This is an optimization exercise on Yosys and OpenROAD, whose aim is a short achievable clock period, few clock cycles and low power, not a production implementation.
Function was checked by simulation only, so behaviour that the tests miss may differ from the original.
Power is estimated from default activity; no workload was simulated.

==> flow/design.v (outline; a module is shown in full before it is edited, if it fits) <==
// module mac_lane_sum: 1960 lines
// module mac_vector_engine: 586 lines
module mac_vector_engine (
  input logic clk,
  input logic reset_n,
  input logic start,
  input logic clear,
  input logic [9:0] vec_len,
  input logic signed [47:0] bias,
  input logic in_valid,
  input logic [35:0] in_a,
  input logic [35:0] in_b,
  input logic out_ready,
  output logic busy,
  output logic in_ready,
  output logic out_valid,
  output logic signed [17:0] out_data,
  output logic signed [47:0] out_acc,
  output logic acc_overflow
);
  // ...
==> flow/run.sh <==
#!/bin/bash
# synth_recipe.tcl (not shown) runs the flow's synth.tcl, then flattens the netlist and writes it again
# the make line also repeats each setting of config.mk as NAME=value (left out here)
make -C /OpenROAD-flow-scripts/flow DESIGN_CONFIG=/design/flow/config.mk WORK_HOME=/design/flow/orfs CLKGATE_MAP_FILE= SYNTH_SCRIPT=/design/flow/synth_recipe.tcl finish
==> flow/config.mk <==
export PLATFORM = sky130hd
export DESIGN_NAME = mac_vector_engine
export DESIGN_NICKNAME = mac_vector_engine
export VERILOG_FILES = /design/flow/design.v
export SDC_FILE = /design/flow/constraint.sdc
export NUM_CORES = 4
export LEC_CHECK = 0
export ABC_CLOCK_PERIOD_IN_PS = 2600
export CAP_MARGIN = 20
export CORE_MARGIN = 2
export CORE_UTILIZATION = 60
export CTS_BUF_LIST = sky130_fd_sc_hd__clkbuf_16
export CTS_CLUSTER_DIAMETER = 80
export CTS_CLUSTER_SIZE = 40
export SETUP_SLACK_MARGIN = 4.4
export SLEW_MARGIN = 20
==> flow/constraint.sdc <==
create_clock -name core_clock -period 7.0 [get_ports {clk}]
set_input_delay 1.4000 -clock core_clock [delete_from_list [all_inputs] [get_ports {clk}]]
set_output_delay 1.4000 -clock core_clock [all_outputs]
set_load 0.01 [all_outputs]
==> impl_results.md, run 1 <==
* Outcome: complete, no violations
* Ys Warns at 6
* Fin util at ~76%
* Port buffer count at between 200 and 250
* Post-synthesis xor/xnor area fraction at 11.5%
* First-pass GRT wire length at about 120 mm
* Netlist cell types at 67
* CP Class: reg2reg
* Top Consumer: combinational logic
* Max_cap viols at 0
* Met1 WL at 33.4 mm
* Post-DP HPWL at around 53 mm
* End of the worst register-to-register path: rovf_q
* Starting density of the core at between 60 and 70%
* Multi-input combinational area share at 47.6%
* GRT Overall Usage at roughly 29%
* Clock Tree Root: clkbuf_16
* Cell Chain, Critical Path: fa_1 -> ha_1 -> nor2b_4 -> o31a_1 -> a211o_1 -> o41ai_4 -> o21ai_2 -> mux2i_2 -> nand2_1
* Layout cells sized above 1 at approximately 29%
* CP top delay family: compound AO/OA/AOI/OAI gates
* Pre-CTS WS at 3.44 ns
* Hold Fails Final Rpt at 0
* Setup bufs post-CTS at 59
* Placer Congestion at 0.891
* Combinational share of power at between 60% and 70%
* Synth Area in Compound Gates at 12.0%
* CP startpoint: s2[1]
* Async set-reset flop share out of synthesis at ~4.2%
* Yosys top cell area share at about a quarter
* Worst Hold End: sd1_q[0][0]
* Met3 wire len at ~9.0 mm
* Ports at between 200 and 250
* Initial antenna violation count at 6
* Met1 Use GR at between 30% and 40%
* Clock power frac at between 9 and 10%
* Signal buffers at 500
* N_diodes at 2
Testbench counts, summed over its fixed seeds: cycles 12,350.
==> module mac_vector_engine, before the edit <==
module mac_vector_engine (
  input logic clk,
  input logic reset_n,
  input logic start,
  input logic clear,
  input logic [9:0] vec_len,
  input logic signed [47:0] bias,
  input logic in_valid,
  input logic [35:0] in_a,
  input logic [35:0] in_b,
  input logic out_ready,
  output logic busy,
  output logic in_ready,
  output logic out_valid,
  output logic signed [17:0] out_data,
  output logic signed [47:0] out_acc,
  output logic acc_overflow
);
  localparam int NST = 2;    
  localparam int HOLD = 3;  
  logic busy_q, ir_q, pv_q, inf_q, ov_q;
  logic [9:0] plen_q, rem_q;
  logic [$clog2(HOLD+1)-1:0] hc_q;
  logic [47:0] bias_q;
  logic res_done;
  wire cur = rem_q != '0;
  wire pl0 = plen_q == 10'd0, pl1 = plen_q == 10'd1, pl2 = plen_q == 10'd2;
  wire r1 = rem_q == 10'd1, r2 = rem_q == 10'd2;
  wire pseudo = !cur && pv_q && pl0 && !inf_q;   
  wire [9:0] rem_m1 = (cur ? rem_q : plen_q) - 10'd1;
  wire blast_t = cur ? r1 : pl1;                 
  wire hc_hi = hc_q > 1;
  wire take = in_valid && ir_q;
  wire pop = ov_q && out_ready;
  wire accept = start && !busy_q;               
  wire vl0 = vec_len == 10'd0, vl1 = vec_len == 10'd1;
  wire infn = inf_q && !pop;
  wire consume = (take && !cur) || pseudo;      
  wire bfirst = consume;
  wire blast = pseudo || (take && blast_t);
  wire ir_t = cur ? (r1 ? (pv_q ? (!pl0 && !pl1) : (accept && !vl0 && !vl1)) : !(r2 && infn))
                  : (!pl1 && !(pl2 && infn));
  wire ir_n = cur ? !(r1 && infn)
                  : (pv_q ? (!pseudo && !pl0 && !(pl1 && infn)) : (accept && !vl0 && !(vl1 && infn)));
  always_ff @(posedge clk or negedge reset_n) begin
    if (!reset_n) begin
      busy_q <= 1'b0;
      ir_q <= 1'b0;
      pv_q <= 1'b0;
      inf_q <= 1'b0;
      ov_q <= 1'b0;
      rem_q <= '0;
      hc_q <= '0;
    end else begin
      busy_q <= !clear && (accept || pv_q || hc_hi);
      ir_q <= !clear && (take ? ir_t : ir_n);
      pv_q <= !clear && (accept || (pv_q && !consume));
      inf_q <= !clear && (blast || infn);
      ov_q <= !clear && (res_done || (ov_q && !pop));
      rem_q <= clear ? '0 : take ? rem_m1 : rem_q;
      hc_q <= clear ? '0 : consume ? HOLD[$clog2(HOLD+1)-1:0] : hc_q - {{($clog2(HOLD+1)-1){1'b0}}, hc_q != '0};
    end
  end
  always_ff @(posedge clk) begin
    if (!busy_q) begin
      plen_q <= vec_len;
      bias_q <= bias;
    end
  end
  logic [35:0] a_q;
  logic [17:0] one_q, two_q, neg_q;
  always_ff @(posedge clk) begin
    a_q <= take ? in_a : '0;
    for (int l = 0; l < 2; l++)
      for (int i = 0; i < 9; i++) begin
        one_q[l*9+i] <= in_b[l*18+2*i] ^ (i == 0 ? 1'b0 : in_b[l*18+2*i-1]);
        two_q[l*9+i] <= i == 0 ? (in_b[l*18+1] & ~in_b[l*18])
                               : ((in_b[l*18+2*i+1] & ~in_b[l*18+2*i] & ~in_b[l*18+2*i-1]) |
                                  (~in_b[l*18+2*i+1] & in_b[l*18+2*i] & in_b[l*18+2*i-1]));
        neg_q[l*9+i] <= in_b[l*18+2*i+1];
      end
  end
  logic [NST:0] fp_q, lp_q;
  always_ff @(posedge clk or negedge reset_n) begin
    if (!reset_n) lp_q <= '0;
    else if (clear) lp_q <= '0;
    else lp_q <= {lp_q[NST-1:0], blast};
  end
  always_ff @(posedge clk) fp_q <= {fp_q[NST-1:0], bfirst};
  wire fa_q = fp_q[NST], la_q = lp_q[NST];
  logic [2-1:0] fk_q, lk_q;
  always_ff @(posedge clk or negedge reset_n) begin
    if (!reset_n) lk_q <= '0;
    else if (clear) lk_q <= '0;
    else lk_q <= {lk_q, la_q};
  end
  always_ff @(posedge clk) fk_q <= {fk_q, fa_q};
  wire [47:0] s_t, c_t;
  mac_lane_sum u_sum (.clk(clk), .a_i(a_q), .one_i(one_q), .two_i(two_q), .neg_i(neg_q), .s_o(s_t), .c_o(c_t));
  logic [47:0] res_q;
  logic ovf_q, rovf_q;
  wire [15:0] s0 = s_t[15:0];
  wire [15:0] c0 = c_t[15:0];
  wire ldn0 = fp_q[NST-1], st0 = la_q;
  logic [15:0] acc0_q;
  wire [15:0] x0 = acc0_q;
  wire [15:0] p0 = x0 ^ s0 ^ c0;
  wire [15:0] g0 = (x0 & s0) | (x0 & c0) | (s0 & c0);
  wire [15:0] k0_p0 = p0 ^ {g0[14:0], 1'b0};
  wire [15:0] k0_g0 = p0 & {g0[14:0], 1'b0};
  wire [15:0] k0_G0 = {k0_g0[15:1], k0_g0[0] | (k0_p0[0] & 1'b0)};
  wire [15:0] k0_P0 = k0_p0;
  wire [15:0] k0_G1, k0_P1;
  assign k0_G1[0] = k0_G0[0];
  assign k0_P1[0] = k0_P0[0];
  assign k0_G1[1] = k0_G0[1] | (k0_P0[1] & k0_G0[0]);
  assign k0_P1[1] = k0_P0[1] & k0_P0[0];
  assign k0_G1[2] = k0_G0[2] | (k0_P0[2] & k0_G0[1]);
  assign k0_P1[2] = k0_P0[2] & k0_P0[1];
  assign k0_G1[3] = k0_G0[3] | (k0_P0[3] & k0_G0[2]);
  assign k0_P1[3] = k0_P0[3] & k0_P0[2];
  assign k0_G1[4] = k0_G0[4] | (k0_P0[4] & k0_G0[3]);
  assign k0_P1[4] = k0_P0[4] & k0_P0[3];
  assign k0_G1[5] = k0_G0[5] | (k0_P0[5] & k0_G0[4]);
  assign k0_P1[5] = k0_P0[5] & k0_P0[4];
  assign k0_G1[6] = k0_G0[6] | (k0_P0[6] & k0_G0[5]);
  assign k0_P1[6] = k0_P0[6] & k0_P0[5];
  assign k0_G1[7] = k0_G0[7] | (k0_P0[7] & k0_G0[6]);
  assign k0_P1[7] = k0_P0[7] & k0_P0[6];
  assign k0_G1[8] = k0_G0[8] | (k0_P0[8] & k0_G0[7]);
  assign k0_P1[8] = k0_P0[8] & k0_P0[7];
  assign k0_G1[9] = k0_G0[9] | (k0_P0[9] & k0_G0[8]);
  assign k0_P1[9] = k0_P0[9] & k0_P0[8];
  assign k0_G1[10] = k0_G0[10] | (k0_P0[10] & k0_G0[9]);
  assign k0_P1[10] = k0_P0[10] & k0_P0[9];
  assign k0_G1[11] = k0_G0[11] | (k0_P0[11] & k0_G0[10]);
  assign k0_P1[11] = k0_P0[11] & k0_P0[10];
  assign k0_G1[12] = k0_G0[12] | (k0_P0[12] & k0_G0[11]);
  assign k0_P1[12] = k0_P0[12] & k0_P0[11];
  assign k0_G1[13] = k0_G0[13] | (k0_P0[13] & k0_G0[12]);
  assign k0_P1[13] = k0_P0[13] & k0_P0[12];
  assign k0_G1[14] = k0_G0[14] | (k0_P0[14] & k0_G0[13]);
  assign k0_P1[14] = k0_P0[14] & k0_P0[13];
  assign k0_G1[15] = k0_G0[15] | (k0_P0[15] & k0_G0[14]);
  assign k0_P1[15] = k0_P0[15] & k0_P0[14];
  wire [15:0] k0_G2, k0_P2;
  assign k0_G2[0] = k0_G1[0];
  assign k0_P2[0] = k0_P1[0];
  assign k0_G2[1] = k0_G1[1];
  assign k0_P2[1] = k0_P1[1];
  assign k0_G2[2] = k0_G1[2] | (k0_P1[2] & k0_G1[0]);
  assign k0_P2[2] = k0_P1[2] & k0_P1[0];
  assign k0_G2[3] = k0_G1[3] | (k0_P1[3] & k0_G1[1]);
  assign k0_P2[3] = k0_P1[3] & k0_P1[1];
  assign k0_G2[4] = k0_G1[4] | (k0_P1[4] & k0_G1[2]);
  assign k0_P2[4] = k0_P1[4] & k0_P1[2];
  assign k0_G2[5] = k0_G1[5] | (k0_P1[5] & k0_G1[3]);
  assign k0_P2[5] = k0_P1[5] & k0_P1[3];
  assign k0_G2[6] = k0_G1[6] | (k0_P1[6] & k0_G1[4]);
  assign k0_P2[6] = k0_P1[6] & k0_P1[4];
  assign k0_G2[7] = k0_G1[7] | (k0_P1[7] & k0_G1[5]);
  assign k0_P2[7] = k0_P1[7] & k0_P1[5];
  assign k0_G2[8] = k0_G1[8] | (k0_P1[8] & k0_G1[6]);
  assign k0_P2[8] = k0_P1[8] & k0_P1[6];
  assign k0_G2[9] = k0_G1[9] | (k0_P1[9] & k0_G1[7]);
  assign k0_P2[9] = k0_P1[9] & k0_P1[7];
  assign k0_G2[10] = k0_G1[10] | (k0_P1[10] & k0_G1[8]);
  assign k0_P2[10] = k0_P1[10] & k0_P1[8];
  assign k0_G2[11] = k0_G1[11] | (k0_P1[11] & k0_G1[9]);
  assign k0_P2[11] = k0_P1[11] & k0_P1[9];
  assign k0_G2[12] = k0_G1[12] | (k0_P1[12] & k0_G1[10]);
  assign k0_P2[12] = k0_P1[12] & k0_P1[10];
  assign k0_G2[13] = k0_G1[13] | (k0_P1[13] & k0_G1[11]);
  assign k0_P2[13] = k0_P1[13] & k0_P1[11];
  assign k0_G2[14] = k0_G1[14] | (k0_P1[14] & k0_G1[12]);
  assign k0_P2[14] = k0_P1[14] & k0_P1[12];
  assign k0_G2[15] = k0_G1[15] | (k0_P1[15] & k0_G1[13]);
  assign k0_P2[15] = k0_P1[15] & k0_P1[13];
  wire [15:0] k0_G3, k0_P3;
  assign k0_G3[0] = k0_G2[0];
  assign k0_P3[0] = k0_P2[0];
  assign k0_G3[1] = k0_G2[1];
  assign k0_P3[1] = k0_P2[1];
  assign k0_G3[2] = k0_G2[2];
  assign k0_P3[2] = k0_P2[2];
  assign k0_G3[3] = k0_G2[3];
  assign k0_P3[3] = k0_P2[3];
  assign k0_G3[4] = k0_G2[4] | (k0_P2[4] & k0_G2[0]);
  assign k0_P3[4] = k0_P2[4] & k0_P2[0];
  assign k0_G3[5] = k0_G2[5] | (k0_P2[5] & k0_G2[1]);
  assign k0_P3[5] = k0_P2[5] & k0_P2[1];
  assign k0_G3[6] = k0_G2[6] | (k0_P2[6] & k0_G2[2]);
  assign k0_P3[6] = k0_P2[6] & k0_P2[2];
  assign k0_G3[7] = k0_G2[7] | (k0_P2[7] & k0_G2[3]);
  assign k0_P3[7] = k0_P2[7] & k0_P2[3];
  assign k0_G3[8] = k0_G2[8] | (k0_P2[8] & k0_G2[4]);
  assign k0_P3[8] = k0_P2[8] & k0_P2[4];
  assign k0_G3[9] = k0_G2[9] | (k0_P2[9] & k0_G2[5]);
  assign k0_P3[9] = k0_P2[9] & k0_P2[5];
  assign k0_G3[10] = k0_G2[10] | (k0_P2[10] & k0_G2[6]);
  assign k0_P3[10] = k0_P2[10] & k0_P2[6];
  assign k0_G3[11] = k0_G2[11] | (k0_P2[11] & k0_G2[7]);
  assign k0_P3[11] = k0_P2[11] & k0_P2[7];
  assign k0_G3[12] = k0_G2[12] | (k0_P2[12] & k0_G2[8]);
  assign k0_P3[12] = k0_P2[12] & k0_P2[8];
  assign k0_G3[13] = k0_G2[13] | (k0_P2[13] & k0_G2[9]);
  assign k0_P3[13] = k0_P2[13] & k0_P2[9];
  assign k0_G3[14] = k0_G2[14] | (k0_P2[14] & k0_G2[10]);
  assign k0_P3[14] = k0_P2[14] & k0_P2[10];
  assign k0_G3[15] = k0_G2[15] | (k0_P2[15] & k0_G2[11]);
  assign k0_P3[15] = k0_P2[15] & k0_P2[11];
  wire [15:0] k0_G4, k0_P4;
  assign k0_G4[0] = k0_G3[0];
  assign k0_P4[0] = k0_P3[0];
  assign k0_G4[1] = k0_G3[1];
  assign k0_P4[1] = k0_P3[1];
  assign k0_G4[2] = k0_G3[2];
  assign k0_P4[2] = k0_P3[2];
  assign k0_G4[3] = k0_G3[3];
  assign k0_P4[3] = k0_P3[3];
  assign k0_G4[4] = k0_G3[4];
  assign k0_P4[4] = k0_P3[4];
  assign k0_G4[5] = k0_G3[5];
  assign k0_P4[5] = k0_P3[5];
  assign k0_G4[6] = k0_G3[6];
  assign k0_P4[6] = k0_P3[6];
  assign k0_G4[7] = k0_G3[7];
  assign k0_P4[7] = k0_P3[7];
  assign k0_G4[8] = k0_G3[8] | (k0_P3[8] & k0_G3[0]);
  assign k0_P4[8] = k0_P3[8] & k0_P3[0];
  assign k0_G4[9] = k0_G3[9] | (k0_P3[9] & k0_G3[1]);
  assign k0_P4[9] = k0_P3[9] & k0_P3[1];
  assign k0_G4[10] = k0_G3[10] | (k0_P3[10] & k0_G3[2]);
  assign k0_P4[10] = k0_P3[10] & k0_P3[2];
  assign k0_G4[11] = k0_G3[11] | (k0_P3[11] & k0_G3[3]);
  assign k0_P4[11] = k0_P3[11] & k0_P3[3];
  assign k0_G4[12] = k0_G3[12] | (k0_P3[12] & k0_G3[4]);
  assign k0_P4[12] = k0_P3[12] & k0_P3[4];
  assign k0_G4[13] = k0_G3[13] | (k0_P3[13] & k0_G3[5]);
  assign k0_P4[13] = k0_P3[13] & k0_P3[5];
  assign k0_G4[14] = k0_G3[14] | (k0_P3[14] & k0_G3[6]);
  assign k0_P4[14] = k0_P3[14] & k0_P3[6];
  assign k0_G4[15] = k0_G3[15] | (k0_P3[15] & k0_G3[7]);
  assign k0_P4[15] = k0_P3[15] & k0_P3[7];
  wire [16:0] k0_y = {k0_G4[15], k0_p0 ^ {k0_G4[14:0], 1'b0}};
  wire [16:0] y0 = k0_y;
  logic cg1_q, ca1_q;
  always_ff @(posedge clk) begin
    cg1_q <= g0[15];
    ca1_q <= y0[16];
  end
  always_ff @(posedge clk) begin
    acc0_q <= ldn0 ? bias_q[15:0] : y0[15:0];
    if (st0) res_q[15:0] <= y0[15:0];
  end
  logic [15:0] sd1_q [1];
  logic [15:0] cd1_q [1];
  always_ff @(posedge clk) begin
    sd1_q[0] <= s_t[31:16];
    cd1_q[0] <= c_t[31:16];
  end
  wire [15:0] s1 = sd1_q[0];
  wire [15:0] c1 = cd1_q[0];
  wire ldn1 = fa_q, st1 = lk_q[0];
  logic [15:0] acc1_q;
  wire [15:0] x1 = acc1_q;
  wire [15:0] p1 = x1 ^ s1 ^ c1;
  wire [15:0] g1 = (x1 & s1) | (x1 & c1) | (s1 & c1);
  wire [15:0] k1_p0 = p1 ^ {g1[14:0], cg1_q};
  wire [15:0] k1_g0 = p1 & {g1[14:0], cg1_q};
  wire [15:0] k1_G0 = {k1_g0[15:1], k1_g0[0] | (k1_p0[0] & ca1_q)};
  wire [15:0] k1_P0 = k1_p0;
  wire [15:0] k1_G1, k1_P1;
  assign k1_G1[0] = k1_G0[0];
  assign k1_P1[0] = k1_P0[0];
  assign k1_G1[1] = k1_G0[1] | (k1_P0[1] & k1_G0[0]);
  assign k1_P1[1] = k1_P0[1] & k1_P0[0];
  assign k1_G1[2] = k1_G0[2] | (k1_P0[2] & k1_G0[1]);
  assign k1_P1[2] = k1_P0[2] & k1_P0[1];
  assign k1_G1[3] = k1_G0[3] | (k1_P0[3] & k1_G0[2]);
  assign k1_P1[3] = k1_P0[3] & k1_P0[2];
  assign k1_G1[4] = k1_G0[4] | (k1_P0[4] & k1_G0[3]);
  assign k1_P1[4] = k1_P0[4] & k1_P0[3];
  assign k1_G1[5] = k1_G0[5] | (k1_P0[5] & k1_G0[4]);
  assign k1_P1[5] = k1_P0[5] & k1_P0[4];
  assign k1_G1[6] = k1_G0[6] | (k1_P0[6] & k1_G0[5]);
  assign k1_P1[6] = k1_P0[6] & k1_P0[5];
  assign k1_G1[7] = k1_G0[7] | (k1_P0[7] & k1_G0[6]);
  assign k1_P1[7] = k1_P0[7] & k1_P0[6];
  assign k1_G1[8] = k1_G0[8] | (k1_P0[8] & k1_G0[7]);
  assign k1_P1[8] = k1_P0[8] & k1_P0[7];
  assign k1_G1[9] = k1_G0[9] | (k1_P0[9] & k1_G0[8]);
  assign k1_P1[9] = k1_P0[9] & k1_P0[8];
  assign k1_G1[10] = k1_G0[10] | (k1_P0[10] & k1_G0[9]);
  assign k1_P1[10] = k1_P0[10] & k1_P0[9];
  assign k1_G1[11] = k1_G0[11] | (k1_P0[11] & k1_G0[10]);
  assign k1_P1[11] = k1_P0[11] & k1_P0[10];
  assign k1_G1[12] = k1_G0[12] | (k1_P0[12] & k1_G0[11]);
  assign k1_P1[12] = k1_P0[12] & k1_P0[11];
  assign k1_G1[13] = k1_G0[13] | (k1_P0[13] & k1_G0[12]);
  assign k1_P1[13] = k1_P0[13] & k1_P0[12];
  assign k1_G1[14] = k1_G0[14] | (k1_P0[14] & k1_G0[13]);
  assign k1_P1[14] = k1_P0[14] & k1_P0[13];
  assign k1_G1[15] = k1_G0[15] | (k1_P0[15] & k1_G0[14]);
  assign k1_P1[15] = k1_P0[15] & k1_P0[14];
  wire [15:0] k1_G2, k1_P2;
  assign k1_G2[0] = k1_G1[0];
  assign k1_P2[0] = k1_P1[0];
  assign k1_G2[1] = k1_G1[1];
  assign k1_P2[1] = k1_P1[1];
  assign k1_G2[2] = k1_G1[2] | (k1_P1[2] & k1_G1[0]);
  assign k1_P2[2] = k1_P1[2] & k1_P1[0];
  assign k1_G2[3] = k1_G1[3] | (k1_P1[3] & k1_G1[1]);
  assign k1_P2[3] = k1_P1[3] & k1_P1[1];
  assign k1_G2[4] = k1_G1[4] | (k1_P1[4] & k1_G1[2]);
  assign k1_P2[4] = k1_P1[4] & k1_P1[2];
  assign k1_G2[5] = k1_G1[5] | (k1_P1[5] & k1_G1[3]);
  assign k1_P2[5] = k1_P1[5] & k1_P1[3];
  assign k1_G2[6] = k1_G1[6] | (k1_P1[6] & k1_G1[4]);
  assign k1_P2[6] = k1_P1[6] & k1_P1[4];
  assign k1_G2[7] = k1_G1[7] | (k1_P1[7] & k1_G1[5]);
  assign k1_P2[7] = k1_P1[7] & k1_P1[5];
  assign k1_G2[8] = k1_G1[8] | (k1_P1[8] & k1_G1[6]);
  assign k1_P2[8] = k1_P1[8] & k1_P1[6];
  assign k1_G2[9] = k1_G1[9] | (k1_P1[9] & k1_G1[7]);
  assign k1_P2[9] = k1_P1[9] & k1_P1[7];
  assign k1_G2[10] = k1_G1[10] | (k1_P1[10] & k1_G1[8]);
  assign k1_P2[10] = k1_P1[10] & k1_P1[8];
  assign k1_G2[11] = k1_G1[11] | (k1_P1[11] & k1_G1[9]);
  assign k1_P2[11] = k1_P1[11] & k1_P1[9];
  assign k1_G2[12] = k1_G1[12] | (k1_P1[12] & k1_G1[10]);
  assign k1_P2[12] = k1_P1[12] & k1_P1[10];
  assign k1_G2[13] = k1_G1[13] | (k1_P1[13] & k1_G1[11]);
  assign k1_P2[13] = k1_P1[13] & k1_P1[11];
  assign k1_G2[14] = k1_G1[14] | (k1_P1[14] & k1_G1[12]);
  assign k1_P2[14] = k1_P1[14] & k1_P1[12];
  assign k1_G2[15] = k1_G1[15] | (k1_P1[15] & k1_G1[13]);
  assign k1_P2[15] = k1_P1[15] & k1_P1[13];
  wire [15:0] k1_G3, k1_P3;
  assign k1_G3[0] = k1_G2[0];
  assign k1_P3[0] = k1_P2[0];
  assign k1_G3[1] = k1_G2[1];
  assign k1_P3[1] = k1_P2[1];
  assign k1_G3[2] = k1_G2[2];
  assign k1_P3[2] = k1_P2[2];
  assign k1_G3[3] = k1_G2[3];
  assign k1_P3[3] = k1_P2[3];
  assign k1_G3[4] = k1_G2[4] | (k1_P2[4] & k1_G2[0]);
  assign k1_P3[4] = k1_P2[4] & k1_P2[0];
  assign k1_G3[5] = k1_G2[5] | (k1_P2[5] & k1_G2[1]);
  assign k1_P3[5] = k1_P2[5] & k1_P2[1];
  assign k1_G3[6] = k1_G2[6] | (k1_P2[6] & k1_G2[2]);
  assign k1_P3[6] = k1_P2[6] & k1_P2[2];
  assign k1_G3[7] = k1_G2[7] | (k1_P2[7] & k1_G2[3]);
  assign k1_P3[7] = k1_P2[7] & k1_P2[3];
  assign k1_G3[8] = k1_G2[8] | (k1_P2[8] & k1_G2[4]);
  assign k1_P3[8] = k1_P2[8] & k1_P2[4];
  assign k1_G3[9] = k1_G2[9] | (k1_P2[9] & k1_G2[5]);
  assign k1_P3[9] = k1_P2[9] & k1_P2[5];
  assign k1_G3[10] = k1_G2[10] | (k1_P2[10] & k1_G2[6]);
  assign k1_P3[10] = k1_P2[10] & k1_P2[6];
  assign k1_G3[11] = k1_G2[11] | (k1_P2[11] & k1_G2[7]);
  assign k1_P3[11] = k1_P2[11] & k1_P2[7];
  assign k1_G3[12] = k1_G2[12] | (k1_P2[12] & k1_G2[8]);
  assign k1_P3[12] = k1_P2[12] & k1_P2[8];
  assign k1_G3[13] = k1_G2[13] | (k1_P2[13] & k1_G2[9]);
  assign k1_P3[13] = k1_P2[13] & k1_P2[9];
  assign k1_G3[14] = k1_G2[14] | (k1_P2[14] & k1_G2[10]);
  assign k1_P3[14] = k1_P2[14] & k1_P2[10];
  assign k1_G3[15] = k1_G2[15] | (k1_P2[15] & k1_G2[11]);
  assign k1_P3[15] = k1_P2[15] & k1_P2[11];
  wire [15:0] k1_G4, k1_P4;
  assign k1_G4[0] = k1_G3[0];
  assign k1_P4[0] = k1_P3[0];
  assign k1_G4[1] = k1_G3[1];
  assign k1_P4[1] = k1_P3[1];
  assign k1_G4[2] = k1_G3[2];
  assign k1_P4[2] = k1_P3[2];
  assign k1_G4[3] = k1_G3[3];
  assign k1_P4[3] = k1_P3[3];
  assign k1_G4[4] = k1_G3[4];
  assign k1_P4[4] = k1_P3[4];
  assign k1_G4[5] = k1_G3[5];
  assign k1_P4[5] = k1_P3[5];
  assign k1_G4[6] = k1_G3[6];
  assign k1_P4[6] = k1_P3[6];
  assign k1_G4[7] = k1_G3[7];
  assign k1_P4[7] = k1_P3[7];
  assign k1_G4[8] = k1_G3[8] | (k1_P3[8] & k1_G3[0]);
  assign k1_P4[8] = k1_P3[8] & k1_P3[0];
  assign k1_G4[9] = k1_G3[9] | (k1_P3[9] & k1_G3[1]);
  assign k1_P4[9] = k1_P3[9] & k1_P3[1];
  assign k1_G4[10] = k1_G3[10] | (k1_P3[10] & k1_G3[2]);
  assign k1_P4[10] = k1_P3[10] & k1_P3[2];
  assign k1_G4[11] = k1_G3[11] | (k1_P3[11] & k1_G3[3]);
  assign k1_P4[11] = k1_P3[11] & k1_P3[3];
  assign k1_G4[12] = k1_G3[12] | (k1_P3[12] & k1_G3[4]);
  assign k1_P4[12] = k1_P3[12] & k1_P3[4];
  assign k1_G4[13] = k1_G3[13] | (k1_P3[13] & k1_G3[5]);
  assign k1_P4[13] = k1_P3[13] & k1_P3[5];
  assign k1_G4[14] = k1_G3[14] | (k1_P3[14] & k1_G3[6]);
  assign k1_P4[14] = k1_P3[14] & k1_P3[6];
  assign k1_G4[15] = k1_G3[15] | (k1_P3[15] & k1_G3[7]);
  assign k1_P4[15] = k1_P3[15] & k1_P3[7];
  wire [16:0] k1_y = {k1_G4[15], k1_p0 ^ {k1_G4[14:0], ca1_q}};
  wire [16:0] y1 = k1_y;
  logic cg2_q, ca2_q;
  always_ff @(posedge clk) begin
    cg2_q <= g1[15];
    ca2_q <= y1[16];
  end
  always_ff @(posedge clk) begin
    acc1_q <= ldn1 ? bias_q[31:16] : y1[15:0];
    if (st1) res_q[31:16] <= y1[15:0];
  end
  logic [15:0] sd2_q [2];
  logic [15:0] cd2_q [2];
  always_ff @(posedge clk) begin
    sd2_q[0] <= s_t[47:32];
    cd2_q[0] <= c_t[47:32];
    sd2_q[1] <= sd2_q[0];
    cd2_q[1] <= cd2_q[0];
  end
  wire [15:0] s2 = sd2_q[1];
  wire [15:0] c2 = cd2_q[1];
  wire ldn2 = fk_q[0], st2 = lk_q[1];
  logic [15:0] acc2_q;
  wire [15:0] x2 = acc2_q;
  wire [15:0] p2 = x2 ^ s2 ^ c2;
  wire [15:0] g2 = (x2 & s2) | (x2 & c2) | (s2 & c2);
  wire [15:0] k2_p0 = p2 ^ {g2[14:0], cg2_q};
  wire [15:0] k2_g0 = p2 & {g2[14:0], cg2_q};
  wire [15:0] k2_G0 = {k2_g0[15:1], k2_g0[0] | (k2_p0[0] & ca2_q)};
  wire [15:0] k2_P0 = k2_p0;
  wire [15:0] k2_G1, k2_P1;
  assign k2_G1[0] = k2_G0[0];
  assign k2_P1[0] = k2_P0[0];
  assign k2_G1[1] = k2_G0[1] | (k2_P0[1] & k2_G0[0]);
  assign k2_P1[1] = k2_P0[1] & k2_P0[0];
  assign k2_G1[2] = k2_G0[2] | (k2_P0[2] & k2_G0[1]);
  assign k2_P1[2] = k2_P0[2] & k2_P0[1];
  assign k2_G1[3] = k2_G0[3] | (k2_P0[3] & k2_G0[2]);
  assign k2_P1[3] = k2_P0[3] & k2_P0[2];
  assign k2_G1[4] = k2_G0[4] | (k2_P0[4] & k2_G0[3]);
  assign k2_P1[4] = k2_P0[4] & k2_P0[3];
  assign k2_G1[5] = k2_G0[5] | (k2_P0[5] & k2_G0[4]);
  assign k2_P1[5] = k2_P0[5] & k2_P0[4];
  assign k2_G1[6] = k2_G0[6] | (k2_P0[6] & k2_G0[5]);
  assign k2_P1[6] = k2_P0[6] & k2_P0[5];
  assign k2_G1[7] = k2_G0[7] | (k2_P0[7] & k2_G0[6]);
  assign k2_P1[7] = k2_P0[7] & k2_P0[6];
  assign k2_G1[8] = k2_G0[8] | (k2_P0[8] & k2_G0[7]);
  assign k2_P1[8] = k2_P0[8] & k2_P0[7];
  assign k2_G1[9] = k2_G0[9] | (k2_P0[9] & k2_G0[8]);
  assign k2_P1[9] = k2_P0[9] & k2_P0[8];
  assign k2_G1[10] = k2_G0[10] | (k2_P0[10] & k2_G0[9]);
  assign k2_P1[10] = k2_P0[10] & k2_P0[9];
  assign k2_G1[11] = k2_G0[11] | (k2_P0[11] & k2_G0[10]);
  assign k2_P1[11] = k2_P0[11] & k2_P0[10];
  assign k2_G1[12] = k2_G0[12] | (k2_P0[12] & k2_G0[11]);
  assign k2_P1[12] = k2_P0[12] & k2_P0[11];
  assign k2_G1[13] = k2_G0[13] | (k2_P0[13] & k2_G0[12]);
  assign k2_P1[13] = k2_P0[13] & k2_P0[12];
  assign k2_G1[14] = k2_G0[14] | (k2_P0[14] & k2_G0[13]);
  assign k2_P1[14] = k2_P0[14] & k2_P0[13];
  assign k2_G1[15] = k2_G0[15] | (k2_P0[15] & k2_G0[14]);
  assign k2_P1[15] = k2_P0[15] & k2_P0[14];
  wire [15:0] k2_G2, k2_P2;
  assign k2_G2[0] = k2_G1[0];
  assign k2_P2[0] = k2_P1[0];
  assign k2_G2[1] = k2_G1[1];
  assign k2_P2[1] = k2_P1[1];
  assign k2_G2[2] = k2_G1[2] | (k2_P1[2] & k2_G1[0]);
  assign k2_P2[2] = k2_P1[2] & k2_P1[0];
  assign k2_G2[3] = k2_G1[3] | (k2_P1[3] & k2_G1[1]);
  assign k2_P2[3] = k2_P1[3] & k2_P1[1];
  assign k2_G2[4] = k2_G1[4] | (k2_P1[4] & k2_G1[2]);
  assign k2_P2[4] = k2_P1[4] & k2_P1[2];
  assign k2_G2[5] = k2_G1[5] | (k2_P1[5] & k2_G1[3]);
  assign k2_P2[5] = k2_P1[5] & k2_P1[3];
  assign k2_G2[6] = k2_G1[6] | (k2_P1[6] & k2_G1[4]);
  assign k2_P2[6] = k2_P1[6] & k2_P1[4];
  assign k2_G2[7] = k2_G1[7] | (k2_P1[7] & k2_G1[5]);
  assign k2_P2[7] = k2_P1[7] & k2_P1[5];
  assign k2_G2[8] = k2_G1[8] | (k2_P1[8] & k2_G1[6]);
  assign k2_P2[8] = k2_P1[8] & k2_P1[6];
  assign k2_G2[9] = k2_G1[9] | (k2_P1[9] & k2_G1[7]);
  assign k2_P2[9] = k2_P1[9] & k2_P1[7];
  assign k2_G2[10] = k2_G1[10] | (k2_P1[10] & k2_G1[8]);
  assign k2_P2[10] = k2_P1[10] & k2_P1[8];
  assign k2_G2[11] = k2_G1[11] | (k2_P1[11] & k2_G1[9]);
  assign k2_P2[11] = k2_P1[11] & k2_P1[9];
  assign k2_G2[12] = k2_G1[12] | (k2_P1[12] & k2_G1[10]);
  assign k2_P2[12] = k2_P1[12] & k2_P1[10];
  assign k2_G2[13] = k2_G1[13] | (k2_P1[13] & k2_G1[11]);
  assign k2_P2[13] = k2_P1[13] & k2_P1[11];
  assign k2_G2[14] = k2_G1[14] | (k2_P1[14] & k2_G1[12]);
  assign k2_P2[14] = k2_P1[14] & k2_P1[12];
  assign k2_G2[15] = k2_G1[15] | (k2_P1[15] & k2_G1[13]);
  assign k2_P2[15] = k2_P1[15] & k2_P1[13];
  wire [15:0] k2_G3, k2_P3;
  assign k2_G3[0] = k2_G2[0];
  assign k2_P3[0] = k2_P2[0];
  assign k2_G3[1] = k2_G2[1];
  assign k2_P3[1] = k2_P2[1];
  assign k2_G3[2] = k2_G2[2];
  assign k2_P3[2] = k2_P2[2];
  assign k2_G3[3] = k2_G2[3];
  assign k2_P3[3] = k2_P2[3];
  assign k2_G3[4] = k2_G2[4] | (k2_P2[4] & k2_G2[0]);
  assign k2_P3[4] = k2_P2[4] & k2_P2[0];
  assign k2_G3[5] = k2_G2[5] | (k2_P2[5] & k2_G2[1]);
  assign k2_P3[5] = k2_P2[5] & k2_P2[1];
  assign k2_G3[6] = k2_G2[6] | (k2_P2[6] & k2_G2[2]);
  assign k2_P3[6] = k2_P2[6] & k2_P2[2];
  assign k2_G3[7] = k2_G2[7] | (k2_P2[7] & k2_G2[3]);
  assign k2_P3[7] = k2_P2[7] & k2_P2[3];
  assign k2_G3[8] = k2_G2[8] | (k2_P2[8] & k2_G2[4]);
  assign k2_P3[8] = k2_P2[8] & k2_P2[4];
  assign k2_G3[9] = k2_G2[9] | (k2_P2[9] & k2_G2[5]);
  assign k2_P3[9] = k2_P2[9] & k2_P2[5];
  assign k2_G3[10] = k2_G2[10] | (k2_P2[10] & k2_G2[6]);
  assign k2_P3[10] = k2_P2[10] & k2_P2[6];
  assign k2_G3[11] = k2_G2[11] | (k2_P2[11] & k2_G2[7]);
  assign k2_P3[11] = k2_P2[11] & k2_P2[7];
  assign k2_G3[12] = k2_G2[12] | (k2_P2[12] & k2_G2[8]);
  assign k2_P3[12] = k2_P2[12] & k2_P2[8];
  assign k2_G3[13] = k2_G2[13] | (k2_P2[13] & k2_G2[9]);
  assign k2_P3[13] = k2_P2[13] & k2_P2[9];
  assign k2_G3[14] = k2_G2[14] | (k2_P2[14] & k2_G2[10]);
  assign k2_P3[14] = k2_P2[14] & k2_P2[10];
  assign k2_G3[15] = k2_G2[15] | (k2_P2[15] & k2_G2[11]);
  assign k2_P3[15] = k2_P2[15] & k2_P2[11];
  wire [15:0] k2_G4, k2_P4;
  assign k2_G4[0] = k2_G3[0];
  assign k2_P4[0] = k2_P3[0];
  assign k2_G4[1] = k2_G3[1];
  assign k2_P4[1] = k2_P3[1];
  assign k2_G4[2] = k2_G3[2];
  assign k2_P4[2] = k2_P3[2];
  assign k2_G4[3] = k2_G3[3];
  assign k2_P4[3] = k2_P3[3];
  assign k2_G4[4] = k2_G3[4];
  assign k2_P4[4] = k2_P3[4];
  assign k2_G4[5] = k2_G3[5];
  assign k2_P4[5] = k2_P3[5];
  assign k2_G4[6] = k2_G3[6];
  assign k2_P4[6] = k2_P3[6];
  assign k2_G4[7] = k2_G3[7];
  assign k2_P4[7] = k2_P3[7];
  assign k2_G4[8] = k2_G3[8] | (k2_P3[8] & k2_G3[0]);
  assign k2_P4[8] = k2_P3[8] & k2_P3[0];
  assign k2_G4[9] = k2_G3[9] | (k2_P3[9] & k2_G3[1]);
  assign k2_P4[9] = k2_P3[9] & k2_P3[1];
  assign k2_G4[10] = k2_G3[10] | (k2_P3[10] & k2_G3[2]);
  assign k2_P4[10] = k2_P3[10] & k2_P3[2];
  assign k2_G4[11] = k2_G3[11] | (k2_P3[11] & k2_G3[3]);
  assign k2_P4[11] = k2_P3[11] & k2_P3[3];
  assign k2_G4[12] = k2_G3[12] | (k2_P3[12] & k2_G3[4]);
  assign k2_P4[12] = k2_P3[12] & k2_P3[4];
  assign k2_G4[13] = k2_G3[13] | (k2_P3[13] & k2_G3[5]);
  assign k2_P4[13] = k2_P3[13] & k2_P3[5];
  assign k2_G4[14] = k2_G3[14] | (k2_P3[14] & k2_G3[6]);
  assign k2_P4[14] = k2_P3[14] & k2_P3[6];
  assign k2_G4[15] = k2_G3[15] | (k2_P3[15] & k2_G3[7]);
  assign k2_P4[15] = k2_P3[15] & k2_P3[7];
  wire [16:0] k2_y = {k2_G4[15], k2_p0 ^ {k2_G4[14:0], ca2_q}};
  wire [16:0] y2 = k2_y;
  always_ff @(posedge clk) begin
    acc2_q <= ldn2 ? bias_q[47:32] : y2[15:0];
    if (st2) res_q[47:32] <= y2[15:0];
  end
  wire ovf_step = (x2[15] ^ y2[15]) & (x2[15] ^ x2[14]);
  wire ovf_new = ovf_q | ovf_step;
  always_ff @(posedge clk) begin
    ovf_q <= !ldn2 && ovf_new;
    if (st2) rovf_q <= ovf_new;
  end
  assign res_done = st2;
  assign busy = busy_q;
  assign in_ready = ir_q;
  assign out_valid = ov_q;
  assign out_acc = res_q;
  assign out_data = res_q[25:8];
  assign acc_overflow = rovf_q;
endmodule
==> inputs of run 2 (changes only) <==
--- a/flow/design.v
+++ b/flow/design.v
@@ -3,16 +3,17 @@
   localparam int DEF_LANES = 2;
   localparam int DEF_ACC_W = 48;
   localparam int DEF_LEN_W = 10;
   localparam int DEF_FRAC_BITS = 8;
   localparam int DEF_OUT_W = 18;
 endpackage
 module mac_lane_sum (
   input  logic clk,
+  input  logic v_i,
   input  logic [35:0] a_i,
   input  logic [17:0] one_i,
   input  logic [17:0] two_i,
   input  logic [17:0] neg_i,
   output logic [47:0] s_o,
   output logic [47:0] c_o
 );
   logic [18:0] pp0_0;
@@ -1664,215 +1665,221 @@
   assign s639 = c560 ^ s561;
   assign c640 = c560 & s561;
   assign s641 = c596 ^ c564;
   assign c642 = c596 & c564;
   assign s643 = c598 ^ c568;
   assign c644 = c598 & c568;
   assign s645 = c600 ^ c526;
   assign c646 = c600 & c526;
+  logic [0:0] vd_q;
+  always_ff @(posedge clk) vd_q[0] <= v_i;
+  wire v0 = v_i;
+  wire v1 = vd_q[0];
+  logic vl_q;   
+  always_ff @(posedge clk) vl_q <= v1;
   always_ff @(posedge clk) begin
-    t1_q[0] <= s1;
-    t1_q[1] <= neg_i[9];
-    t1_q[2] <= s223;
-    t1_q[3] <= s371;
-    t1_q[4] <= c372;
-    t1_q[5] <= s225;
-    t1_q[6] <= pp1_1[1];
-    t1_q[7] <= s373;
-    t1_q[8] <= neg_i[11];
-    t1_q[9] <= c374;
-    t1_q[10] <= s375;
-    t1_q[11] <= c376;
-    t1_q[12] <= s377;
-    t1_q[13] <= c378;
-    t1_q[14] <= s379;
-    t1_q[15] <= s237;
-    t1_q[16] <= pp1_3[1];
-    t1_q[17] <= c380;
-    t1_q[18] <= s381;
-    t1_q[19] <= s241;
-    t1_q[20] <= c382;
-    t1_q[21] <= s383;
-    t1_q[22] <= s385;
-    t1_q[23] <= c384;
-    t1_q[24] <= c386;
-    t1_q[25] <= s387;
-    t1_q[26] <= s249;
-    t1_q[27] <= s251;
-    t1_q[28] <= c388;
-    t1_q[29] <= s389;
-    t1_q[30] <= s391;
-    t1_q[31] <= s55;
-    t1_q[32] <= c390;
-    t1_q[33] <= c392;
-    t1_q[34] <= s393;
-    t1_q[35] <= s395;
-    t1_q[36] <= c394;
-    t1_q[37] <= c396;
-    t1_q[38] <= s397;
-    t1_q[39] <= s399;
-    t1_q[40] <= pp1_5[3];
-    t1_q[41] <= pp1_6[1];
-    t1_q[42] <= c398;
-    t1_q[43] <= c400;
-    t1_q[44] <= s401;
-    t1_q[45] <= s403;
-    t1_q[46] <= s85;
-    t1_q[47] <= c402;
-    t1_q[48] <= c404;
-    t1_q[49] <= s405;
-    t1_q[50] <= s407;
-    t1_q[51] <= s281;
-    t1_q[52] <= c406;
-    t1_q[53] <= c408;
-    t1_q[54] <= s409;
-    t1_q[55] <= s411;
-    t1_q[56] <= s413;
-    t1_q[57] <= c410;
-    t1_q[58] <= c412;
-    t1_q[59] <= c414;
-    t1_q[60] <= s415;
-    t1_q[61] <= s417;
-    t1_q[62] <= s295;
-    t1_q[63] <= s297;
-    t1_q[64] <= c416;
-    t1_q[65] <= c418;
-    t1_q[66] <= s419;
-    t1_q[67] <= s421;
-    t1_q[68] <= s303;
-    t1_q[69] <= s305;
-    t1_q[70] <= c420;
-    t1_q[71] <= c422;
-    t1_q[72] <= s423;
-    t1_q[73] <= s425;
-    t1_q[74] <= s427;
-    t1_q[75] <= c424;
-    t1_q[76] <= c426;
-    t1_q[77] <= c428;
-    t1_q[78] <= s429;
-    t1_q[79] <= s431;
-    t1_q[80] <= s319;
-    t1_q[81] <= s321;
-    t1_q[82] <= c430;
-    t1_q[83] <= c432;
-    t1_q[84] <= s433;
-    t1_q[85] <= s435;
-    t1_q[86] <= s437;
-    t1_q[87] <= c434;
-    t1_q[88] <= c436;
-    t1_q[89] <= c438;
-    t1_q[90] <= s439;
-    t1_q[91] <= s441;
-    t1_q[92] <= c440;
-    t1_q[93] <= c442;
-    t1_q[94] <= s443;
-    t1_q[95] <= s445;
-    t1_q[96] <= c444;
-    t1_q[97] <= c446;
-    t1_q[98] <= s447;
-    t1_q[99] <= s449;
-    t1_q[100] <= c448;
-    t1_q[101] <= c450;
-    t1_q[102] <= s451;
-    t1_q[103] <= s453;
-    t1_q[104] <= pp1_8[9];
-    t1_q[105] <= c452;
-    t1_q[106] <= c454;
-    t1_q[107] <= s455;
-    t1_q[108] <= s457;
-    t1_q[109] <= c456;
-    t1_q[110] <= c458;
-    t1_q[111] <= s459;
-    t1_q[112] <= s357;
-    t1_q[113] <= pp1_8[11];
-    t1_q[114] <= c460;
-    t1_q[115] <= s461;
-    t1_q[116] <= s205;
-    t1_q[117] <= s207;
-    t1_q[118] <= c462;
-    t1_q[119] <= s463;
-    t1_q[120] <= s211;
-    t1_q[121] <= c464;
-    t1_q[122] <= s465;
-    t1_q[123] <= c466;
-    t1_q[124] <= s467;
-    t1_q[125] <= c468;
-    t1_q[126] <= s469;
-    t1_q[127] <= c470;
-    t1_q[128] <= c368;
-    t1_q[129] <= s369;
-    t1_q[130] <= c370;
-    t1_q[131] <= s221;
-    t1_q[132] <= c222;
-    t2_q[0] <= t1_q[0];
-    t2_q[1] <= t1_q[1];
-    t2_q[2] <= t1_q[2];
-    t2_q[3] <= t1_q[3];
-    t2_q[4] <= s471;
-    t2_q[5] <= s531;
-    t2_q[6] <= s575;
-    t2_q[7] <= s603;
-    t2_q[8] <= t1_q[12];
-    t2_q[9] <= s605;
-    t2_q[10] <= c604;
-    t2_q[11] <= s607;
-    t2_q[12] <= c606;
-    t2_q[13] <= s609;
-    t2_q[14] <= c608;
-    t2_q[15] <= s611;
-    t2_q[16] <= c610;
-    t2_q[17] <= s613;
-    t2_q[18] <= c612;
-    t2_q[19] <= s615;
-    t2_q[20] <= c614;
-    t2_q[21] <= s617;
-    t2_q[22] <= c616;
-    t2_q[23] <= s619;
-    t2_q[24] <= c618;
-    t2_q[25] <= s621;
-    t2_q[26] <= c620;
-    t2_q[27] <= s623;
-    t2_q[28] <= c622;
-    t2_q[29] <= s625;
-    t2_q[30] <= c624;
-    t2_q[31] <= s627;
-    t2_q[32] <= c626;
-    t2_q[33] <= s629;
-    t2_q[34] <= c628;
-    t2_q[35] <= s631;
-    t2_q[36] <= c630;
-    t2_q[37] <= s633;
-    t2_q[38] <= c632;
-    t2_q[39] <= s635;
-    t2_q[40] <= c634;
-    t2_q[41] <= s637;
-    t2_q[42] <= c636;
-    t2_q[43] <= s639;
-    t2_q[44] <= c638;
-    t2_q[45] <= s595;
-    t2_q[46] <= c640;
-    t2_q[47] <= s641;
-    t2_q[48] <= s565;
-    t2_q[49] <= s597;
-    t2_q[50] <= c642;
-    t2_q[51] <= s643;
-    t2_q[52] <= s569;
-    t2_q[53] <= s599;
-    t2_q[54] <= c644;
-    t2_q[55] <= s645;
-    t2_q[56] <= s527;
-    t2_q[57] <= s571;
-    t2_q[58] <= c646;
-    t2_q[59] <= s601;
-    t2_q[60] <= c602;
-    t2_q[61] <= s529;
-    t2_q[62] <= s573;
-    t2_q[63] <= c574;
-    t2_q[64] <= t1_q[132];
+    t1_q[0] <= v0 & (s1);
+    t1_q[1] <= v0 & (neg_i[9]);
+    t1_q[2] <= v0 & (s223);
+    t1_q[3] <= v0 & (s371);
+    t1_q[4] <= v0 & (c372);
+    t1_q[5] <= v0 & (s225);
+    t1_q[6] <= v0 & (pp1_1[1]);
+    t1_q[7] <= v0 & (s373);
+    t1_q[8] <= v0 & (neg_i[11]);
+    t1_q[9] <= v0 & (c374);
+    t1_q[10] <= v0 & (s375);
+    t1_q[11] <= v0 & (c376);
+    t1_q[12] <= v0 & (s377);
+    t1_q[13] <= v0 & (c378);
+    t1_q[14] <= v0 & (s379);
+    t1_q[15] <= v0 & (s237);
+    t1_q[16] <= v0 & (pp1_3[1]);
+    t1_q[17] <= v0 & (c380);
+    t1_q[18] <= v0 & (s381);
+    t1_q[19] <= v0 & (s241);
+    t1_q[20] <= v0 & (c382);
+    t1_q[21] <= v0 & (s383);
+    t1_q[22] <= v0 & (s385);
+    t1_q[23] <= v0 & (c384);
+    t1_q[24] <= v0 & (c386);
+    t1_q[25] <= v0 & (s387);
+    t1_q[26] <= v0 & (s249);
+    t1_q[27] <= v0 & (s251);
+    t1_q[28] <= v0 & (c388);
+    t1_q[29] <= v0 & (s389);
+    t1_q[30] <= v0 & (s391);
+    t1_q[31] <= v0 & (s55);
+    t1_q[32] <= v0 & (c390);
+    t1_q[33] <= v0 & (c392);
+    t1_q[34] <= v0 & (s393);
+    t1_q[35] <= v0 & (s395);
+    t1_q[36] <= v0 & (c394);
+    t1_q[37] <= v0 & (c396);
+    t1_q[38] <= v0 & (s397);
+    t1_q[39] <= v0 & (s399);
+    t1_q[40] <= v0 & (pp1_5[3]);
+    t1_q[41] <= v0 & (pp1_6[1]);
+    t1_q[42] <= v0 & (c398);
+    t1_q[43] <= v0 & (c400);
+    t1_q[44] <= v0 & (s401);
+    t1_q[45] <= v0 & (s403);
+    t1_q[46] <= v0 & (s85);
+    t1_q[47] <= v0 & (c402);
+    t1_q[48] <= v0 & (c404);
+    t1_q[49] <= v0 & (s405);
+    t1_q[50] <= v0 & (s407);
+    t1_q[51] <= v0 & (s281);
+    t1_q[52] <= v0 & (c406);
+    t1_q[53] <= v0 & (c408);
+    t1_q[54] <= v0 & (s409);
+    t1_q[55] <= v0 & (s411);
+    t1_q[56] <= v0 & (s413);
+    t1_q[57] <= v0 & (c410);
+    t1_q[58] <= v0 & (c412);
+    t1_q[59] <= v0 & (c414);
+    t1_q[60] <= v0 & (s415);
+    t1_q[61] <= v0 & (s417);
+    t1_q[62] <= v0 & (s295);
+    t1_q[63] <= v0 & (s297);
+    t1_q[64] <= v0 & (c416);
+    t1_q[65] <= v0 & (c418);
+    t1_q[66] <= v0 & (s419);
+    t1_q[67] <= v0 & (s421);
+    t1_q[68] <= v0 & (s303);
+    t1_q[69] <= v0 & (s305);
+    t1_q[70] <= v0 & (c420);
+    t1_q[71] <= v0 & (c422);
+    t1_q[72] <= v0 & (s423);
+    t1_q[73] <= v0 & (s425);
+    t1_q[74] <= v0 & (s427);
+    t1_q[75] <= v0 & (c424);
+    t1_q[76] <= v0 & (c426);
+    t1_q[77] <= v0 & (c428);
+    t1_q[78] <= v0 & (s429);
+    t1_q[79] <= v0 & (s431);
+    t1_q[80] <= v0 & (s319);
+    t1_q[81] <= v0 & (s321);
+    t1_q[82] <= v0 & (c430);
+    t1_q[83] <= v0 & (c432);
+    t1_q[84] <= v0 & (s433);
+    t1_q[85] <= v0 & (s435);
+    t1_q[86] <= v0 & (s437);
+    t1_q[87] <= v0 & (c434);
+    t1_q[88] <= v0 & (c436);
+    t1_q[89] <= v0 & (c438);
+    t1_q[90] <= v0 & (s439);
+    t1_q[91] <= v0 & (s441);
+    t1_q[92] <= v0 & (c440);
+    t1_q[93] <= v0 & (c442);
+    t1_q[94] <= v0 & (s443);
+    t1_q[95] <= v0 & (s445);
+    t1_q[96] <= v0 & (c444);
+    t1_q[97] <= v0 & (c446);
+    t1_q[98] <= v0 & (s447);
+    t1_q[99] <= v0 & (s449);
+    t1_q[100] <= v0 & (c448);
+    t1_q[101] <= v0 & (c450);
+    t1_q[102] <= v0 & (s451);
+    t1_q[103] <= v0 & (s453);
+    t1_q[104] <= v0 & (pp1_8[9]);
+    t1_q[105] <= v0 & (c452);
+    t1_q[106] <= v0 & (c454);
+    t1_q[107] <= v0 & (s455);
+    t1_q[108] <= v0 & (s457);
+    t1_q[109] <= v0 & (c456);
+    t1_q[110] <= v0 & (c458);
+    t1_q[111] <= v0 & (s459);
+    t1_q[112] <= v0 & (s357);
+    t1_q[113] <= v0 & (pp1_8[11]);
+    t1_q[114] <= v0 & (c460);
+    t1_q[115] <= v0 & (s461);
+    t1_q[116] <= v0 & (s205);
+    t1_q[117] <= v0 & (s207);
+    t1_q[118] <= v0 & (c462);
+    t1_q[119] <= v0 & (s463);
+    t1_q[120] <= v0 & (s211);
+    t1_q[121] <= v0 & (c464);
+    t1_q[122] <= v0 & (s465);
+    t1_q[123] <= v0 & (c466);
+    t1_q[124] <= v0 & (s467);
+    t1_q[125] <= v0 & (c468);
+    t1_q[126] <= v0 & (s469);
+    t1_q[127] <= v0 & (c470);
+    t1_q[128] <= v0 & (c368);
+    t1_q[129] <= v0 & (s369);
+    t1_q[130] <= v0 & (c370);
+    t1_q[131] <= v0 & (s221);
+    t1_q[132] <= v0 & (c222);
+    t2_q[0] <= v1 & (t1_q[0]);
+    t2_q[1] <= v1 & (t1_q[1]);
+    t2_q[2] <= v1 & (t1_q[2]);
+    t2_q[3] <= v1 & (t1_q[3]);
+    t2_q[4] <= v1 & (s471);
+    t2_q[5] <= v1 & (s531);
+    t2_q[6] <= v1 & (s575);
+    t2_q[7] <= v1 & (s603);
+    t2_q[8] <= v1 & (t1_q[12]);
+    t2_q[9] <= v1 & (s605);
+    t2_q[10] <= v1 & (c604);
+    t2_q[11] <= v1 & (s607);
+    t2_q[12] <= v1 & (c606);
+    t2_q[13] <= v1 & (s609);
+    t2_q[14] <= v1 & (c608);
+    t2_q[15] <= v1 & (s611);
+    t2_q[16] <= v1 & (c610);
+    t2_q[17] <= v1 & (s613);
+    t2_q[18] <= v1 & (c612);
+    t2_q[19] <= v1 & (s615);
+    t2_q[20] <= v1 & (c614);
+    t2_q[21] <= v1 & (s617);
+    t2_q[22] <= v1 & (c616);
+    t2_q[23] <= v1 & (s619);
+    t2_q[24] <= v1 & (c618);
+    t2_q[25] <= v1 & (s621);
+    t2_q[26] <= v1 & (c620);
+    t2_q[27] <= v1 & (s623);
+    t2_q[28] <= v1 & (c622);
+    t2_q[29] <= v1 & (s625);
+    t2_q[30] <= v1 & (c624);
+    t2_q[31] <= v1 & (s627);
+    t2_q[32] <= v1 & (c626);
+    t2_q[33] <= v1 & (s629);
+    t2_q[34] <= v1 & (c628);
+    t2_q[35] <= v1 & (s631);
+    t2_q[36] <= v1 & (c630);
+    t2_q[37] <= v1 & (s633);
+    t2_q[38] <= v1 & (c632);
+    t2_q[39] <= v1 & (s635);
+    t2_q[40] <= v1 & (c634);
+    t2_q[41] <= v1 & (s637);
+    t2_q[42] <= v1 & (c636);
+    t2_q[43] <= v1 & (s639);
+    t2_q[44] <= v1 & (c638);
+    t2_q[45] <= v1 & (s595);
+    t2_q[46] <= v1 & (c640);
+    t2_q[47] <= v1 & (s641);
+    t2_q[48] <= v1 & (s565);
+    t2_q[49] <= v1 & (s597);
+    t2_q[50] <= v1 & (c642);
+    t2_q[51] <= v1 & (s643);
+    t2_q[52] <= v1 & (s569);
+    t2_q[53] <= v1 & (s599);
+    t2_q[54] <= v1 & (c644);
+    t2_q[55] <= v1 & (s645);
+    t2_q[56] <= v1 & (s527);
+    t2_q[57] <= v1 & (s571);
+    t2_q[58] <= v1 & (c646);
+    t2_q[59] <= v1 & (s601);
+    t2_q[60] <= v1 & (c602);
+    t2_q[61] <= v1 & (s529);
+    t2_q[62] <= v1 & (s573);
+    t2_q[63] <= v1 & (c574);
+    t2_q[64] <= v1 & (t1_q[132]);
   end
   assign s_o[0] = t2_q[0];
   assign c_o[0] = t2_q[1];
   assign s_o[1] = t2_q[2];
   assign c_o[1] = 1'b0;
   assign s_o[2] = t2_q[3];
   assign c_o[2] = 1'b0;
   assign s_o[3] = t2_q[4];
@@ -1936,39 +1943,39 @@
   assign s_o[32] = t2_q[59];
   assign c_o[32] = 1'b0;
   assign s_o[33] = t2_q[60];
   assign c_o[33] = t2_q[61];
   assign s_o[34] = t2_q[62];
   assign c_o[34] = 1'b0;
   assign s_o[35] = t2_q[63];
   assign c_o[35] = t2_q[64];
-  assign s_o[36] = 1'b1;
+  assign s_o[36] = vl_q;
   assign c_o[36] = 1'b0;
-  assign s_o[37] = 1'b1;
+  assign s_o[37] = vl_q;
   assign c_o[37] = 1'b0;
-  assign s_o[38] = 1'b1;
+  assign s_o[38] = vl_q;
   assign c_o[38] = 1'b0;
-  assign s_o[39] = 1'b1;
+  assign s_o[39] = vl_q;
   assign c_o[39] = 1'b0;
-  assign s_o[40] = 1'b1;
+  assign s_o[40] = vl_q;
   assign c_o[40] = 1'b0;
-  assign s_o[41] = 1'b1;
+  assign s_o[41] = vl_q;
   assign c_o[41] = 1'b0;
-  assign s_o[42] = 1'b1;
+  assign s_o[42] = vl_q;
   assign c_o[42] = 1'b0;
-  assign s_o[43] = 1'b1;
+  assign s_o[43] = vl_q;
   assign c_o[43] = 1'b0;
-  assign s_o[44] = 1'b1;
+  assign s_o[44] = vl_q;
   assign c_o[44] = 1'b0;
-  assign s_o[45] = 1'b1;
+  assign s_o[45] = vl_q;
   assign c_o[45] = 1'b0;
-  assign s_o[46] = 1'b1;
+  assign s_o[46] = vl_q;
   assign c_o[46] = 1'b0;
-  assign s_o[47] = 1'b1;
+  assign s_o[47] = vl_q;
   assign c_o[47] = 1'b0;
 endmodule
 module mac_vector_engine (
   input logic clk,
   input logic reset_n,
   input logic start,
   input logic clear,
   input logic [9:0] vec_len,
@@ -2032,25 +2039,27 @@
   always_ff @(posedge clk) begin
     if (!busy_q) begin
       plen_q <= vec_len;
       bias_q <= bias;
     end
   end
   logic [35:0] a_q;
   logic [17:0] one_q, two_q, neg_q;
+  logic rb_q;
   always_ff @(posedge clk) begin
-    a_q <= take ? in_a : '0;
+    a_q <= in_valid ? in_a : '0;
+    rb_q <= take;
     for (int l = 0; l < 2; l++)
       for (int i = 0; i < 9; i++) begin
-        one_q[l*9+i] <= in_b[l*18+2*i] ^ (i == 0 ? 1'b0 : in_b[l*18+2*i-1]);
-        two_q[l*9+i] <= i == 0 ? (in_b[l*18+1] & ~in_b[l*18])
+        one_q[l*9+i] <= in_valid && (in_b[l*18+2*i] ^ (i == 0 ? 1'b0 : in_b[l*18+2*i-1]));
+        two_q[l*9+i] <= in_valid && (i == 0 ? (in_b[l*18+1] & ~in_b[l*18])
                                : ((in_b[l*18+2*i+1] & ~in_b[l*18+2*i] & ~in_b[l*18+2*i-1]) |
-                                  (~in_b[l*18+2*i+1] & in_b[l*18+2*i] & in_b[l*18+2*i-1]));
-        neg_q[l*9+i] <= in_b[l*18+2*i+1];
+                                  (~in_b[l*18+2*i+1] & in_b[l*18+2*i] & in_b[l*18+2*i-1])));
+        neg_q[l*9+i] <= in_valid && in_b[l*18+2*i+1];
       end
   end
   logic [NST:0] fp_q, lp_q;
   always_ff @(posedge clk or negedge reset_n) begin
     if (!reset_n) lp_q <= '0;
     else if (clear) lp_q <= '0;
     else lp_q <= {lp_q[NST-1:0], blast};
   end
@@ -2059,17 +2068,17 @@
   logic [2-1:0] fk_q, lk_q;
   always_ff @(posedge clk or negedge reset_n) begin
     if (!reset_n) lk_q <= '0;
     else if (clear) lk_q <= '0;
     else lk_q <= {lk_q, la_q};
   end
   always_ff @(posedge clk) fk_q <= {fk_q, fa_q};
   wire [47:0] s_t, c_t;
-  mac_lane_sum u_sum (.clk(clk), .a_i(a_q), .one_i(one_q), .two_i(two_q), .neg_i(neg_q), .s_o(s_t), .c_o(c_t));
+  mac_lane_sum u_sum (.clk(clk), .v_i(rb_q), .a_i(a_q), .one_i(one_q), .two_i(two_q), .neg_i(neg_q), .s_o(s_t), .c_o(c_t));
   logic [47:0] res_q;
   logic ovf_q, rovf_q;
   wire [15:0] s0 = s_t[15:0];
   wire [15:0] c0 = c_t[15:0];
   wire ldn0 = fp_q[NST-1], st0 = la_q;
   logic [15:0] acc0_q;
   wire [15:0] x0 = acc0_q;
   wire [15:0] p0 = x0 ^ s0 ^ c0;
==> flow/config.mk (replaced) <==
export PLATFORM = sky130hd
export DESIGN_NAME = mac_vector_engine
export DESIGN_NICKNAME = mac_vector_engine
export VERILOG_FILES = /design/flow/design.v
export SDC_FILE = /design/flow/constraint.sdc
export NUM_CORES = 4
export LEC_CHECK = 0
export ABC_CLOCK_PERIOD_IN_PS = 2900
export CAP_MARGIN = 20
export CORE_MARGIN = 2
export CORE_UTILIZATION = 60
export CTS_BUF_LIST = sky130_fd_sc_hd__clkbuf_16
export CTS_CLUSTER_DIAMETER = 60
export CTS_CLUSTER_SIZE = 50
export SETUP_SLACK_MARGIN = 4.1
export SLEW_MARGIN = 20
==> run 2 against run 1 <==
Core utilization decreased by 7.5 points. Flip-flop and latch count is 5 higher. Die area rose by 5.3%. Maximum frequency grew 0.32%. Power down 44%. First-iteration DRC count down 32%. Non-clock buffer count down 259. Synthesized area increased by 5.4%. Clock power is 33% higher. Highest routed layer unchanged. Routed wire length is 12% lower. Synthesized cell count grew 8.6%.
==> impl_results.md, run 2 <==
* Rows at 84 (was 82)
* Starting density of the core at 60.5% (was 60.4%)
* Crit Path Max Fanout at 3 (unchanged)
* DRT Pass-1 Iters at 6 (unchanged)
* Clock Tree Root: clkbuf_16 (unchanged)
* DR WL/cell at 21.1 µm (was 23.9 µm)
* Outcome: complete, no violations (unchanged)
* Die extent in y at 234 µm (was 228 µm)
* Final period utilization at 42.4% (was 42.6%)
* N_diodes at 0 (was 2)
* Max_cap viols at 0 (unchanged)
* Commonest cells after routing, fill and taps aside: 313 x fa_1, 313 x dfxtp_1, 308 x a22oi_1, 258 x inv_1, 235 x xor2_1 (was 307 x inv_1, 301 x dfxtp_1, 284 x fa_1, 210 x xor2_1, 188 x buf_4)
* Top-count cell post-synth: dfxtp_1 (unchanged)
* End of the worst register-to-register path: acc1_q[12] (was rovf_q)
* TritonCTS clock tree: yes (unchanged)
* Async set-reset flop share out of synthesis at 4.21% (was 4.25%)
* CP Class: reg2reg (unchanged)
* Finished Layout Cells at 3678 (was 3682)
* Layout cells sized above 1 at 9.70% (was 28.9%)
* Netlist cell types at 69 (was 67)
* Post-Synthesis Cells at 2915 (was 2685)
* Initial antenna violation count at 2 (was 6)
* CP Data Arrival Time at 3.49 ns (was 3.34 ns)
* Setup Total Neg Slack at 0 ns (unchanged)
* Syn avg cell area at 10.9 µm² (was 11.2 µm²)
* Post-DP HPWL at 55.5 mm (was 53.3 mm)
* Largest net degree at the start of global routing at 98 (was 59)
* GRT Overall Usage at 28.7% (was 29.0%)
* Synthesis-to-layout area growth at 12.9% (was 25.6%)
* Biggest regs: u_sum.t1_q: 133 flops, u_sum.t2_q: 65 flops (unchanged)
* Placer Congestion at 0.917 (was 0.891)
* Hold slack at 0.314 ns (was 0.330 ns)
* Ys flop type: dfxtp_1 (unchanged)
* FF+latch count, synth at 523 (was 518)
* 1st-iter DRT viols at 1481 (was 2171)
* Reg with most FFs: u_sum.t1_q (unchanged)
* First-pass GRT wire length at 121 mm (was 119 mm)
* Port buffer count at 205 (unchanged)
* Clock Sinks at 523 (was 518)
* Max VDD drop at 0.000208 V (was 0.000382 V)
* CTS Hold Bufs at 0 (unchanged)
* Ports at 206 (unchanged)
* Die ar. at 54600 µm² (was 51900 µm²)
* Pre-CTS WS at 3.58 ns (was 3.44 ns)
* CP startpoint: sd1_q[0][0] (was s2[1])
* Grt ovf at 0 (unchanged)
* Ys Warns at 6 (unchanged)
* Hold Fails Final Rpt at 0 (unchanged)
* Yosys top cell area share at 24.9% (was 25.9%)
-- run 2: cell types whose count changed in the layout (fill, tap and decap cells not counted), moves of 36 or more --
cell / change
a22oi_1: +137
and2_1: +155
buf_4: -152
dfxtp_2: +36
inv_1: -49
buf_2: -66
buf_6: -46
nor2b_1: +130
dlygate4sd2_1: +68
dfxtp_4: -43
a22oi_2: -138
buf_12: -46
-- run 2: logic make-up (layout without fill, tap and decap cells) --
family	count (synthesis)	in the layout	synth area share (%)
buf+inv	502	576	6.21
xor+xnor	391	391	10.8
fa+ha+maj	410	410	23.8
mux	52	52	1.82
flops	523	523	36.8
compound gates	513	513	11.5
simple gates	524	525	9.15
-- run 2: power breakdown --
group          internal, µW  switching (µW)  total (µW)
logic                  2250            2690        4940
clock network          1230            1360        2590
registers              3780             523        4300
total                  7260            4560       11800
-- run 2: critical path: stages (launching register included) --
cell and delay [ns]:
dfxtp_2 0.34, fa_1 0.55, inv_2 0.04, fa_2 0.35, fa_2 0.36, nor2b_1 0.14
o21a_1 0.20, o21ai_2 0.10, a21oi_4 0.22, o41ai_2 0.11, xnor2_2 0.17, mux2_4 0.28
-- run 2: how the worst min path moves through the flow --
| stage | startpoint | endpoint | slack [ns] | cells after the start |
|---|---|---|---|---|
| 2_1_floorplan | cd2_q[0][1] | c2[1] | 0.31 | 0 |
| 3_3_place_gp | u_sum.t2_q[33] | sd1_q[0][3] | 0.31 | 0 |
| 3_5_place_dp | u_sum.t2_q[41] | sd1_q[0][7] | 0.31 | 0 |
| 4_1_cts | sd2_q[0][2] | sd2_q[1][2] | 0.31 | 0 |
| 5_1_grt | sd2_q[0][2] | sd2_q[1][2] | 0.31 | 0 |
| 6_report | sd2_q[0][2] | sd2_q[1][2] | 0.31 | 0 |
-- run 2: area by class of cell --
| type | count | area [µm²] |
|---|---|---|
| clock buffer | 42 | 1050 |
| clock inverter | 33 | 527 |
| fill | 3957 | 16600 |
| inverter | 260 | 976 |
| multi-input combinational | 1891 | 18300 |
| sequential | 523 | 11800 |
| tap | 688 | 861 |
| timing repair buffer | 241 | 2220 |
-- run 2: repair_timing --
action,CTS,global route
pin swaps,13,24
setup buffers,8,8
endpoints found under the setup margin,190,66
gates cloned,0,1
resized for setup,165,73
-- run 2: metrics by stage --
stage,power (µW),util (%),cell area (µm²)
2_1_floorplan,7630,-,31700
3_3_place_gp,8820,64.5,33700
3_5_place_dp,9000,64.5,33700
4_1_cts,11700,67.8,35500
5_1_grt,12700,68.3,35800
6_report,11800,68.3,35800
-- run 2: metal layers --
layer	GRT usage (%)	vias to the layer above	wire length (µm)
li1	-	9618	-
met5	0	-	23
met1	40.3	10400	33400
met4	9.08	4	2300
met3	5.82	186	6830
met2	44.8	1004	34900
Testbench counts of run 2, summed over its fixed seeds: cycles 12,350.

## static timing again, ports no longer ideal
Ports are ideal in the flow. The routed layouts listed here were re-timed in OpenROAD. Step 1 assumes that a clkbuf_16 drives the clock port and a buf_2 every other input. Step 2 times the ports against the registers' clock, not the clock port: input delays grow and output delays shrink by t, the midpoint of the rising clock arrivals with the driver on. Three values: ideal ports, drivers, drivers and shift; two values: the first two.
| run | t (ns) | setup WS [ns] | latest minus earliest clock arrival (ns) |
|---|---|---|---|
| run 1 | 0.679 | 4.019 / 4.019 / 3.845 | 0.033 / 0.033 |
| run 2 | 0.661 | 4.029 / 4.029 / 3.709 | 0.049 / 0.049 |
After both steps every run listed still meets setup and hold. For run 2, which loses most, drivers alone change the setup slack by 0.000 ns; drivers and shift together by -0.320 ns.
